What follows belongs to an exercise in optimizing a design on an open flow for small area, a short achievable clock period and few clock cycles; a production flow would make more cautious choices.
The RTL was checked by simulation tests, not by an equivalence proof against the original design.
Power and IR drop assume default switching activity.

==> v38 <==
// matmul_top
module matmul_top
#(
    parameter  int BLOCK   = 4,
    parameter  int INNER   = 4,
    parameter  int A_ROWS  = 8,      
    parameter  int B_COLS  = 8,      
    localparam int A_DEPTH = (A_ROWS / BLOCK) * INNER,
    localparam int B_DEPTH = (B_COLS / BLOCK) * INNER,
    localparam int A_AW    = (A_DEPTH > 1) ? $clog2(A_DEPTH) : 1,
    localparam int B_AW    = (B_DEPTH > 1) ? $clog2(B_DEPTH) : 1,
    localparam int R_AW    = (A_ROWS * B_COLS > 1) ? $clog2(A_ROWS * B_COLS) : 1
) (
    input  logic              clk,
    input  logic              rst_n,
    input  logic              a_we,
    input  logic [A_AW-1:0]   a_addr,      
    input  logic [BLOCK-1:0][ELEM_W-1:0]  a_data,
    input  logic              b_we,
    input  logic [B_AW-1:0]   b_addr,      
    input  logic [BLOCK-1:0][ELEM_W-1:0]  b_data,
    input  logic              start,
    output logic              busy,
    output logic              done,
    input  logic [R_AW-1:0]   res_addr,
    output logic signed [ELEM_W-1:0]             res_data
);
Settings: LEC_CHECK=0, CAP_MARGIN=20, CORE_MARGIN=2, CORE_UTILIZATION=65, CTS_CLUSTER_SIZE=30, SETUP_SLACK_MARGIN=3.45, SLEW_MARGIN=20, SYNTH_HIERARCHICAL=1; clock period 10.0 ns.
run.sh (not shown) runs the stock make flow with config.mk's settings and CLKGATE_MAP_FILE= SYNTH_SCRIPT=/design/flow/synth_recipe.tcl, a recipe that flattens the netlist after the stock synthesis.
==> v7 (differences from v38) <==
--- a/flow/config.mk
+++ b/flow/config.mk
@@ -11,3 +11,3 @@
 export CTS_CLUSTER_SIZE = 30
-export SETUP_SLACK_MARGIN = 3.45
+export SETUP_SLACK_MARGIN = 3.2
 export SLEW_MARGIN = 20
==> run summary <==
In v38 the maximum frequency is higher than in v7, by 0.45%.
In combinational power, v7 and v38 hardly differ.
Between v38 and v7, the lower clock power is in v38 (gap about 2%, measured against v7).
Against v38, the global-route usage of v7 is higher by 0.25 points.
Against v38, the critical path depth of v7 is lower by 2.
Testbench counts of v38, summed over its fixed seeds: cycles 4,296.
Testbench counts of v7, summed over its fixed seeds: cycles 4,296.

========
==> inputs of 11-09 <==
matmul_top again, from the RTL that the note above started with.
Settings: LEC_CHECK=0, CAP_MARGIN=20, CORE_MARGIN=2, CORE_UTILIZATION=70, CTS_CLUSTER_SIZE=30, SETUP_SLACK_MARGIN=3.45, SLEW_MARGIN=20, SYNTH_HIERARCHICAL=1; clock period 10.0 ns.
==> inputs of 08-16, as changes to 11-09 <==
Settings changed: CORE_UTILIZATION 70 to 65, SETUP_SLACK_MARGIN 3.45 to 3.75.
==> impl_metrics.toml <==
[run_status]
status = "timing/DRC/antenna clean"

[drt]
wl_per_cell_um = 36.1
via_per_inst = 7.03

[placed_design]
gp_congestion = 1.01

[cells_and_area]
area_growth_syn_to_layout_pct = 11.6
sh_seq_area = 0.574
clock_cell_area_share = 0.0588
n_clock_buffer = 234
antenna_cells = 2
layoutNonFillerInstCount = 7943

[worst_setup_path]
crit_buf_inv = 7
crit_chain = "fa_1, fa_1, ha_4, buf_6, nand2_4, nor3_4, o211ai_4, a31oi_4, o211ai_2, buf_6, buf_6, and3b_2, o21ai_4, buf_12, buf_16, buf_8, o22ai_2, buf_2"
crit_start = "u_res.u_dot.q_s879"

[sta]
period_needed_ns = 6.95
finalWorstSetupSlack_ns = 3.05

[die]
die-area_um2 = 146000

[power_and_ir_drop]
clock_net_power_mw = 7.80
clockPowerShare = 0.194

[min_path]
hold_end = "a_mem.snap_q[257]"
the above is filed under 11-09

==> impl_metrics.toml <==
[cells_and_area]
antenna_cells = 5
n_clock_buffer = 237
clock_cell_area_share = 0.0575
sh_seq_area = 0.560
area_growth_syn_to_layout_pct = 14.4

[placed_design]
gp_congestion = 1.01

[worst_setup_path]
crit_start = "u_res.u_dot.q_s963"
crit_chain = "fa_1, fa_1, inv_1, ha_1, a2111oi_2, a31oi_1, xor2_2, o21ai_4, buf_6, buf_12, mux2_4, buf_8, o22ai_2, buf_2"
cp_top_family = "adder cells"

[run_status]
status = "timing/DRC/antenna clean"

[sta]
finalWorstSetupSlack_ns = 3.24
period_needed_ns = 6.76

[min_path]
hold_end = "b_mem.snap_q[66]"

[die]
die-area_um2 = 157000

[drt]
via_per_inst = 6.62

[power_and_ir_drop]
clockPowerShare = 0.190
the above is filed under 08-16

Testbench counts of 11-09, summed over its fixed seeds: cycles 4,296.
Testbench counts of 08-16, summed over its fixed seeds: cycles 4,296.

========
==> run a: inputs <==
matmul_top, a different RTL version from the one above (not shown whole).
export LEC_CHECK = 0
export CAP_MARGIN = 20
export CORE_MARGIN = 2
export CORE_UTILIZATION = 55
export CTS_CLUSTER_SIZE = 30
export SETUP_SLACK_MARGIN = 4.2
export SLEW_MARGIN = 20
export SYNTH_HIERARCHICAL = 1
create_clock -name core_clock -period 10.0 [get_ports {clk}]
==> inputs of run b, as changes to run a <==
CORE_UTILIZATION = 65   (was 55)
SETUP_SLACK_MARGIN = 3.6   (was 4.2)
==> flow_summary_export.csv <==
group,metric,value,unit
run_status,run_status,"timing/DRC/antenna clean",
cells_and_area,multiInputGateArea,36000,µm²
drt,wl_met1,112,mm
die,taps,2370,
die,core_area,181000,µm²
global_routing,met3_usage,5.94,%
drt,routed_wl,268,mm
placement,placed_cells,7914,
cells_and_area,fin_cells,8638,
clocking,cts_inserted_buffers,209,
critical_path,startpoint,"u_res.u_dot.q_s913",
drt,wl_met3,24.7,mm
timing,worst_slack,3.12,ns
[end of results for run a]
==> flow_summary_export.csv <==
group,metric,value,unit
clocking,cts_inserted_buffers,202,
drt,wl_met3,26.8,mm
die,core_area,154000,µm²
critical_path,startpoint,"u_res.u_dot.q_s927",
drt,routed_wl,252,mm
cells_and_area,fin_cells,8129,
run_status,run_status,"timing/DRC/antenna clean",
[end of results for run b]
Testbench counts of run a, summed over its fixed seeds: cycles 4,296.
Testbench counts of run b, summed over its fixed seeds: cycles 4,296.

========
==> inputs of job 3200 <==
Starting RTL as in the previous note.
Settings: LEC_CHECK=0, CAP_MARGIN=20, CORE_MARGIN=2, CORE_UTILIZATION=55, CTS_CLUSTER_SIZE=30, SETUP_SLACK_MARGIN=3.2, SLEW_MARGIN=20, SYNTH_HIERARCHICAL=1; clock period 10.0 ns.
==> inputs of job 8188, as changes to job 3200 <==
--- a/flow/config.mk
+++ b/flow/config.mk
@@ -11,3 +11,3 @@
 export CTS_CLUSTER_SIZE = 30
-export SETUP_SLACK_MARGIN = 3.2
+export SETUP_SLACK_MARGIN = 3.6
 export SLEW_MARGIN = 20
==> comparison table <==
	job 8188	job 3200
Filler cells	12972	13047
Non-clk bufs	418	296
Post-route cell area	0.113 sq mm	0.110 sq mm
Worst IR drop on VDD	0.000518 V	0.000562 V
Number of DRC markers after the initial detailed-route iteration	5939	5471
Worst reg2reg endpoint	u_res.u_dot.q_s901	u_res.u_dot.q_s905
Clk tree area frac	5.81%	6.01%
Fraction of standard cell area in multi-input logic	30.7%	30.4%
Sum of internal, switching and leakage power	39.1 mW	38.9 mW
Final core utilization	62.3%	61.0%
Power per unit of standard cell area	348 mW/mm^2	353 mW/mm^2
Result of the run	timing/DRC/antenna clean	timing/DRC/antenna clean
Sequential cell fraction of total power	28.7%	28.8%
Testbench counts of job 3200, summed over its fixed seeds: cycles 4,296.
Testbench counts of job 8188, summed over its fixed seeds: cycles 4,296.

========
==> exp/willow <==
matmul_top, a different RTL version from the one above (not shown whole).
==> flow/config.mk <==
export PLATFORM = sky130hd
export DESIGN_NAME = matmul_top
export DESIGN_NICKNAME = matmul_top
export VERILOG_FILES = /design/flow/design.v
export SDC_FILE = /design/flow/constraint.sdc
export NUM_CORES = 4
export LEC_CHECK = 0
export CAP_MARGIN = 20
export CORE_MARGIN = 2
export CORE_UTILIZATION = 55
export CTS_CLUSTER_SIZE = 30
export SETUP_SLACK_MARGIN = 3.6
export SLEW_MARGIN = 20
==> flow/constraint.sdc <==
create_clock -name core_clock -period 10.0 [get_ports {clk}]
set_input_delay 2.0000 -clock core_clock [delete_from_list [all_inputs] [get_ports {clk}]]
set_output_delay 2.0000 -clock core_clock [all_outputs]
set_load 0.01 [all_outputs]
==> exp/sierra (differences from exp/willow) <==
CORE_UTILIZATION = 60   (was 55)
SETUP_SLACK_MARGIN = 3.1   (was 3.6)
==> qor.yml <==
setup_ws_ns: 3.29
nets: 8525
die_h_um: 442
wl_per_cell_um: 34.0
routed_via_density: 6.70
cp_slowest_cell: "fa_2"
detail_route.iter0.violations: 11600
clk_share_pct: 5.22
whs_ns: 0.358
hold_path_startpoint: "b_mem.mem[138]"
finalPower_mw: 42.2
comb_power_mw: 23.5
wl_met2_um: 148000
clkPwrFrac_pct: 17.6
critPathLaunch: "u_res.u_dot.q_s909"
chipWidth_um: 442
status: "complete, no violations"
The numbers above come from exp/willow.

==> qor.yml <==
antenna_left: 0
hold_path_startpoint: "b_mem.mem[6]"
detail_route.iter0.violations: 11300
status: "complete, no violations"
cts.clk_slew.worst_paths_ns: 0.07
path_cells: "buf_16 -> mux4_2 -> mux2_4 -> inv_4 -> nand2b_4 -> o221ai_1 -> a21oi_2 -> fa_1 -> fa_1 -> inv_1 -> fa_1 -> inv_1 -> fa_1 -> inv_1 -> fa_1 -> fa_1"
critPathLaunch: "res_addr[2]"
chipWidth_um: 423
cp_slowest_cell: "fa_1"
synth-simple-area-share_pct: 3.39
routed_via_density: 6.83
die_h_um: 423
comb_power_mw: 21.9
whs_ns: 0.359
grt_max_degree: 179
clkPwrFrac_pct: 19.4
wl_met2_um: 149000
wl_per_cell_um: 34.1
n_sequential_cell: 2175
clk_share_pct: 5.81
The numbers above come from exp/sierra.

Testbench counts of exp/willow, summed over its fixed seeds: cycles 4,296.
Testbench counts of exp/sierra, summed over its fixed seeds: cycles 4,296.

what the ideal ports hide:
In the flow no input, the clock included, has a driving cell. The finished layouts below were timed again as built, in two steps. Step 1: set_driving_cell puts a clkbuf_16 on clk and a buf_2 on each other input, an assumption about the parent block. Step 2 moves the port delays by t, midway between the first and last clock arrival at a register: inputs arrive t later, outputs are due t later. That takes back most of the time a late clock gives input paths. a / b / c = ideal ports / drivers / drivers and shift; a / b = the first two.
run	shift t [ns]	slack for setup (ns)	clock arrival spread, ns	slew at the worst register clock pin (ns)
v38	0.904	3.236 / 3.148 / 2.395	0.091 / 0.091	0.07 / 0.07
v7	0.918	3.205 / 3.121 / 2.249	0.072 / 0.072	0.07 / 0.07
11-09	0.926	3.048 / 2.954 / 2.312	0.105 / 0.104	0.10 / 0.10
08-16	0.902	3.245 / 3.157 / 2.434	0.107 / 0.107	0.08 / 0.08
run a	0.941	3.122 / 3.029 / 2.374	0.059 / 0.058	0.06 / 0.06
run b	0.911	3.190 / 3.102 / 2.419	0.091 / 0.091	0.08 / 0.08
job 3200	0.926	3.216 / 3.132 / 2.221	0.044 / 0.044	0.07 / 0.07
job 8188	0.931	3.126 / 3.038 / 2.435	0.057 / 0.057	0.06 / 0.06
exp/willow	0.929	3.288 / 3.097 / 2.168	0.073 / 0.073	0.07 / 0.07
exp/sierra	0.959	3.077 / 2.836 / 1.877	0.084 / 0.084	0.07 / 0.07
After both steps every run listed still meets setup and hold. The setup slack of exp/sierra, which loses most, moves by -0.241 ns with the drivers and by -1.200 ns with both steps.
